What follows belongs to an exercise in optimizing a design on an open flow for small area; a production flow would make more cautious choices.
No functional check of the RTL was part of this run.
Power and IR drop assume default switching activity.

File: flow/design.v
module muldiv_unit #(
    parameter int XLEN  = 64,
    parameter int CNT_W = 7
) (
    input  logic            clk,
    input  logic            reset,
    input  logic            start,
    input  logic [2:0]      funct3,
    input  logic [XLEN-1:0] op_a,
    input  logic [XLEN-1:0] op_b,
    input  logic            kill,
    output logic            busy,
    output logic            done,
    output logic [XLEN-1:0] result
);
    localparam int W     = 5;
    localparam int N     = 13;
    localparam int L     = W * N;       
    localparam int DG_W  = 4;
    localparam int NPASS = 67;
    logic             run;              
    logic [CNT_W-1:0] ps;               
    logic [DG_W-1:0]  dg;               
    logic [2:0]       fn;
    logic [L-1:0]     qc, bc, pc;       
    logic [L-1:0]     qs, bs;           
    logic [L-1:0]     qc_nx, bc_nx;
    localparam logic [L-1:0] POL = {
        {W{1'b0}}, {W{1'b1}}, {W{1'b0}}, {W{1'b1}}, {W{1'b0}}, {W{1'b1}}, {W{1'b0}},
        {W{1'b1}}, {W{1'b0}}, {W{1'b1}}, {W{1'b0}}, {W{1'b1}}, {W{1'b0}}};
    assign qc = qs ^ POL;
    assign bc = bs ^ POL;
    logic             rs;               
    logic             cy;               
    logic             pm, qm;           
    logic             mb, pb;           
    logic             an, bn, bnz;      
    logic accept, dfirst, dlast;
    logic isdiv, isrem, asig, bsig;
    assign accept = !run && start && !kill;
    assign dfirst = (dg == '0);
    assign dlast  = (dg == DG_W'(N-1));
    assign isdiv  = fn[2];
    assign isrem  = fn[1];
    assign asig   = isdiv ? !fn[0] : (fn[1] ^ fn[0]);
    assign bsig   = isdiv ? !fn[0] : (fn[1:0] == 2'b01);
    logic in_asig, in_bsig;
    assign in_asig = funct3[2] ? !funct3[0] : (funct3[1] ^ funct3[0]);
    assign in_bsig = funct3[2] ? !funct3[0] : (funct3[1:0] == 2'b01);
    assign busy   = run;
    assign done   = run && (ps == CNT_W'(NPASS));
    assign result = qc[XLEN-1:0];
    logic p0, p1, p2, p65, p66;
    assign p0  = (ps == CNT_W'(0));
    assign p1  = (ps == CNT_W'(1));
    assign p2  = (ps == CNT_W'(2));
    assign p65 = (ps == CNT_W'(65));
    assign p66 = (ps == CNT_W'(66));
    logic [W-1:0] pe, pn, be, qe, qn;
    assign pe = pc[W-1:0];
    assign pn = pc[2*W-1:W];
    assign be = bc[W-1:0];
    assign qe = qc[W-1:0];
    assign qn = qc[2*W-1:W];
    logic mulstep, divstep;
    assign mulstep = !isdiv && !p0 && !p1 && (ps <= CNT_W'(66));
    assign divstep = isdiv && !p0 && !p65 && !p66;
    logic         m, inv, ysrcq, cin0, ix;
    logic [W-1:0] x, y, ysrc, s, pg;
    logic         co, mcur, nq;
    assign mcur = dfirst ? qe[0] : mb;
    assign nq   = (an ^ bn) & bnz;
    always_comb begin
        m     = 1'b0;
        inv   = 1'b0;
        ysrcq = 1'b0;
        ix    = 1'b0;
        x     = '0;
        pg    = pe;
        if (isdiv) begin
            if (p0) begin
                m = 1'b1; ysrcq = 1'b1; inv = an;
            end else if (p65) begin
                m = rs; inv = bn;
                x = pe;
            end else if (p66) begin
                if (isrem) begin
                    ix = an;
                    x  = pe ^ {W{an}};
                end else begin
                    m = 1'b1; ysrcq = 1'b1; inv = nq;
                end
            end else begin
                m   = 1'b1;
                inv = (p1 || !rs) ^ bn;
                if (p1) pg = '0;
                x   = {pg[W-2:0], dfirst ? qc[XLEN-1] : (pm && !p1)};
            end
        end else if (mulstep) begin
            m   = mcur && !p66;
            inv = asig && p65;
            if (!p2)
                x = {dlast ? (bsig && pe[W-1]) : pn[0], pe[W-1:1]};
        end
        ysrc = ysrcq ? qe : be;
        y    = {W{m}} & (ysrc ^ {W{inv}});
        cin0 = (m && inv) || ix;
    end
    assign {co, s} = {1'b0, x} + {1'b0, y} + {{W{1'b0}}, (dfirst ? cin0 : cy)};
    logic [W-1:0] qin;
    always_comb begin
        if (isdiv ? (p0 || p66) : (p66 && fn[1:0] != 2'b00))
            qin = s;
        else if (divstep || (isdiv && p65))
            qin = {qe[W-2:0], dfirst ? !rs : qm};
        else if (mulstep)
            qin = dlast ? {pb, pb, qe[W-2:1]} : {qn[0], qe[W-1:1]};
        else
            qin = qe;
    end
    always_ff @(posedge clk or negedge reset) begin
        if (!reset)
            run <= 1'b0;
        else if (accept)
            run <= 1'b1;
        else if (kill || done)
            run <= 1'b0;
    end
    always_comb begin
        qc_nx[L-1:XLEN] = qin[W-1:W-(L-XLEN)];
        if (accept) begin
            qc_nx[XLEN-1:0] = op_a;
            bc_nx = {in_bsig && op_b[XLEN-1], op_b};
        end else begin
            qc_nx[XLEN-1:0] = {qin[W-(L-XLEN)-1:0], qc[L-1:W]};
            bc_nx = {be, bc[L-1:W]};
        end
    end
    always_ff @(posedge clk) begin
        qs <= qc_nx ^ POL;
        bs <= bc_nx ^ POL;
        if (accept) begin
            fn <= funct3;
            an <= in_asig && op_a[XLEN-1];
            bn <= in_bsig && op_b[XLEN-1];
            ps <= '0;
            dg <= '0;
        end else begin
            ps <= ps + CNT_W'(dlast);
            dg <= dlast ? '0 : dg + 1'b1;
        end
        pc <= {s, pc[L-1:W]};
        cy <= co;
        pm <= pg[W-1];
        qm <= qe[W-1];
        if (dlast) rs <= s[W-1];
        if (dfirst) begin
            mb <= qe[0];
            pb <= pe[0];
        end
        if (p0)
            bnz <= (bnz && !dfirst) || (|be);
    end
endmodule
File: flow/flow/run.sh
#!/bin/bash
set -e
export BUFFER_PORTS_ARGS="-buffer_cell sky130_fd_sc_hd__buf_1"
bash standard.sh > standard.log 2>&1
File: flow/standard.sh
#!/bin/bash
# synth_recipe.tcl (not shown) runs the flow's synth.tcl, then flattens the netlist and writes it again
# the make line also repeats each setting of config.mk as NAME=value (left out here)
make -C /OpenROAD-flow-scripts/flow DESIGN_CONFIG=/design/flow/config.mk WORK_HOME=/design/flow/orfs CLKGATE_MAP_FILE= SYNTH_SCRIPT=/design/flow/synth_recipe.tcl "${@:-finish}"
File: flow/config.mk
export PLATFORM = sky130hd
export DESIGN_NAME = muldiv_unit
export DESIGN_NICKNAME = muldiv_unit
export VERILOG_FILES = /design/flow/design.v
export SDC_FILE = /design/flow/constraint.sdc
export NUM_CORES = 4
export LEC_CHECK = 0
export CAP_MARGIN = 20
export CORE_MARGIN = 2
export CORE_UTILIZATION = 40
export CTS_BUF_LIST = sky130_fd_sc_hd__clkbuf_4
export SLEW_MARGIN = 20
File: flow/constraint.sdc
create_clock -name core_clock -period 6.0 [get_ports {clk}]
set_input_delay 1.2000 -clock core_clock [delete_from_list [all_inputs] [get_ports {clk}]]
set_output_delay 1.2000 -clock core_clock [all_outputs]
set_load 0.01 [all_outputs]
==> run notes <==
CTS Buf Count=55; final worst path period share=60.6%; largest net degree at the start of global routing=76; CP max-delay cell=dfxtp_1; TritonRoute pass-1 iters=5; Die Wd=144 um; dpl ws=roughly 2.2 ns; fillcell total=1,972; antenna violations before repair=1; Period minus WS final=3.64 ns; via count=5,532; grt met2 use=25.6%; Setup crit end kind=flop; core area=19,400 um^2; # DRC=0; Hold Slack=0.315 ns; Ys Warns=1; num rows=a little over 50; Port Buf Inserts=200; crit path kind=flop to flop; CTS Hold Bufs=0; Seq/Total Area, Yosys=56.8%; post-route cell area=approximately 9000 um^2; worst hold path class=flop to flop; worst reg-to-reg setup slack=2.36 ns; vias in the first global route=5,378; crit-path max FO=21; GRT Total Usage=roughly 16%; synthesized net count=903; gr busiest metal=met2; share of layout cells above drive strength 1=10.2%; crit path DAT=about 4.2 ns; DR WL/cell=roughly 14 um; Tightest Pin Transition=0.953 ns; Reg-to-Reg Start=ps[6]$_SDFF_PP0_; clk buf depth=3; Worst Hold Endpoint=pc[43]$_DFF_P_; M1 GR Usage=20.3%; met3 global-route usage=~6%; Pwr Density=around 440 nW/um^2; synthesis-to-finish area growth=14.0%; relative slew slack=36.4%; WHS Path Cells=0; CTS sink cnt=219; endpoints failing setup=0; post-synth cell types=58; r2r worst-path depth=12; number of synthesized flops with an enable pin=8; CP peak stage delay=about 0.80 ns; status=finished clean; sequential cell area=4470 um^2; share of synthesized flip-flops with an asynchronous set or reset=less than 1%; clk root buf=clkbuf_4; Worst setup SP type=flop; reg-to-reg endpoint=qs[64]$_DFF_P_; postcts setup bufs=0; initial drt markers=between 200 and 250; RSZ-0062 raised after global routing=no; Setup TNS=0 ns; CTS clk-pin slew, worst paths=approximately 0.07 ns; die area=20,800 um^2; HPWL after DPL=12,000 um; maximum vdd drop=about 0.21 mV; CP Cell Sequence=nand2_1 > nor4_1 > nor2_1 > nor2_1 > a21oi_1 > fa_1 > fa_1 > a21o_1 > a21oi_1 > xnor2_1 > nor2b_1 > a21oi_1; hold path startpoint=pc[48]$_DFF_P_; Starting Density=40.5%; WP data required=6.57 ns; final core utilization=46.2%; gpl congestion=0.864; global-route wire length before repair=approximately 27,000 um; Fin Clk Skew=0.0418 ns; average size of a mapped cell=10.4 um^2; highest clock rate=0.275 GHz; Final Max Tran Viols=0; flops & latches, synth=between 200 and 250; io pins=201; cell repeated most along the worst path=a21oi_1; gr ovfl total=0; Post-layout nets=1,068; clk latency of the worst-skew pair=0.64 ns; Post-Route WL=17,200 um; htree depth=2; Syn Inst Count=about 760; synthesized cell area=7860 um^2; setup ws final=about 2.4 ns; Leak Pwr=0.00375 uW; die height=144 um; CTS resizes=0; Final ANT Viol Nets=0; drt via density=4.56; predominant post-synthesis flop cell=dfxtp_1; DP Area=8350 um^2; Fin. Hold Viols=0; area of the multi-input gates=2590 um^2; CTS tree=yes; Max Cap Viol=0
## sequential cells by signal (all words and copies together), names as in the netlist
| signal | flops |
|---|---|
| bs | 65 |
| pc | 65 |
| cy | 1 |
| pm | 1 |
| bnz | 1 |
| mb | 1 |
| qs | 65 |
| ps | 7 |
| bn | 1 |
| pb | 1 |
| rs | 1 |
| run | 1 |
| dg | 4 |
| an | 1 |
| fn | 3 |
| qm | 1 |
## report_power, final
group / internal, uW / switching (uW) / leakage (uW) / total [uW]
sequential: 1920 / 218 / 0.00185 / 2140
combinational: 284 / 388 / 0.00152 / 671
clock: 576 / 545 / 0.000375 / 1120
## per-layer routing
layer / vias up / share of wire [%]
li1: 2818 / -
met1: 2501 / 44
met2: 185 / 47
met3: 28 / 7.6
met4: 0 / 2.0
met5: - / 0
## cell type report
| class | count | share of cell area, % |
|---|---|---|
| flip-flops and latches | 219 | 49.8 |
| multi-input cells | 393 | 28.9 |
| repair buffers | 204 | 8.71 |
| clock buffers | 76 | 6.36 |
| well taps | 265 | 3.70 |
| inverters | 47 | 2.00 |
| clock inverters | 8 | 0.419 |
| diodes | 1 | 0.0279 |
## worst max-delay path, delay by kind of cell, from the launching register on
kind	cells	cell delay (ns)
XOR/XNOR	1	0.17
adder cells (fa/ha/maj)	2	0.90
AO/OA/AOI/OAI	4	0.54
flip-flops	1	0.80
AND/OR/NAND/NOR	5	1.19
## per-stage QoR
step / power, uW / std cells
finish: 3930 / 1213
global placement: 2840 / 1128
floorplan: 2720 / 755
CTS: 3990 / 1212
global route: 4190 / 1213
detailed placement: 2840 / 1128
## placed cells by master (no fill, tap or decap), types with 6 or more instances in the layout
cell type	n
mux2i_1	72
nand2_1	25
a21oi_1	76
nand3_1	6
and3_1	6
and2_1	6
buf_1	200
o21ai_0	11
xnor2_1	7
nor2_1	85
nor2b_1	6
a31oi_1	6
inv_1	46
clkbuf_4	76
ha_1	11
edfxtp_1	8
xor2_1	7
dfxtp_1	210
## how the worst max path moves through the flow
stage	start	to	slack [ns]	depth (start not counted)
finish	ps[6]$_SDFF_PP0_	qs[64]$_DFF_P_	2.36	12
global route	ps[6]$_SDFF_PP0_	qs[64]$_DFF_P_	2.08	12
CTS	ps[5]$_SDFF_PP0_	qs[64]$_DFF_P_	2.16	13
detailed placement	ps[5]$_SDFF_PP0_	qs[64]$_DFF_P_	2.16	13
global placement	ps[5]$_SDFF_PP0_	qs[64]$_DFF_P_	2.23	13
floorplan	ps[5]$_SDFF_PP0_	qs[64]$_DFF_P_	2.56	13
## cell usage after synthesis, drive strengths merged (3+ instances only)
library cell,count,share of area [%]
nand3,6,0.38
nor2b,6,0.48
and2,6,0.48
dfxtp,210,53
mux2i,72,9.2
a211oi,3,0.29
nor4,4,0.32
xor2,7,0.78
nor2,85,4.1
o21ai,12,0.76
ha,11,1.8
edfxtp,8,3.1
clkbuf,24,1.3
buf,72,6.8
inv,47,2.2
xnor2,7,0.78
a31oi,6,0.48
a21oi,76,4.8
nand2,25,1.2
and3,6,0.48
a22oi,5,0.48
o31ai,5,0.48
o22ai,3,0.24
or3,5,0.40
nor3,4,0.25
nor4bb,3,0.38
o21a,4,0.38
## cell families (layout without fill, tap and decap cells)
family / Yosys count / in the layout / share of synthesized area (%)
DFF: 219 / 219 / 56.8
muxes: 73 / 73 / 9.31
other: 0 / 1 / 0
buffers and inverters: 143 / 335 / 10.3
xor gates and xnor gates: 14 / 14 / 1.56
adders and majority gates: 13 / 13 / 2.26
AOI/OAI and AO/OA: 134 / 134 / 10.4
and+or+nand+nor: 159 / 159 / 9.33

what the ideal ports hide:
In the flow no input, the clock included, has a driving cell. The finished layout below was timed again as built, in two steps.
Step 1 sets driving cells, clkbuf_16 on the clock port and buf_2 on the other inputs (assumed; they add their load-dependent delay and slew).
Step 2 times the ports against the registers' clock, not the clock port: input delays grow and output delays shrink by t, the midpoint of the rising clock arrivals with the driver on.
Three values: no drivers, after step 1, after step 2; two values: the first two.
shift t [ns]: 0.662
slack for setup (ns): 2.363 / 2.363 / 2.363
clock arrival spread, ns: 0.044 / 0.044
After both steps setup and hold are still met in this run. For this run, drivers alone change the setup slack by 0.000 ns; drivers and shift together by 0.000 ns.
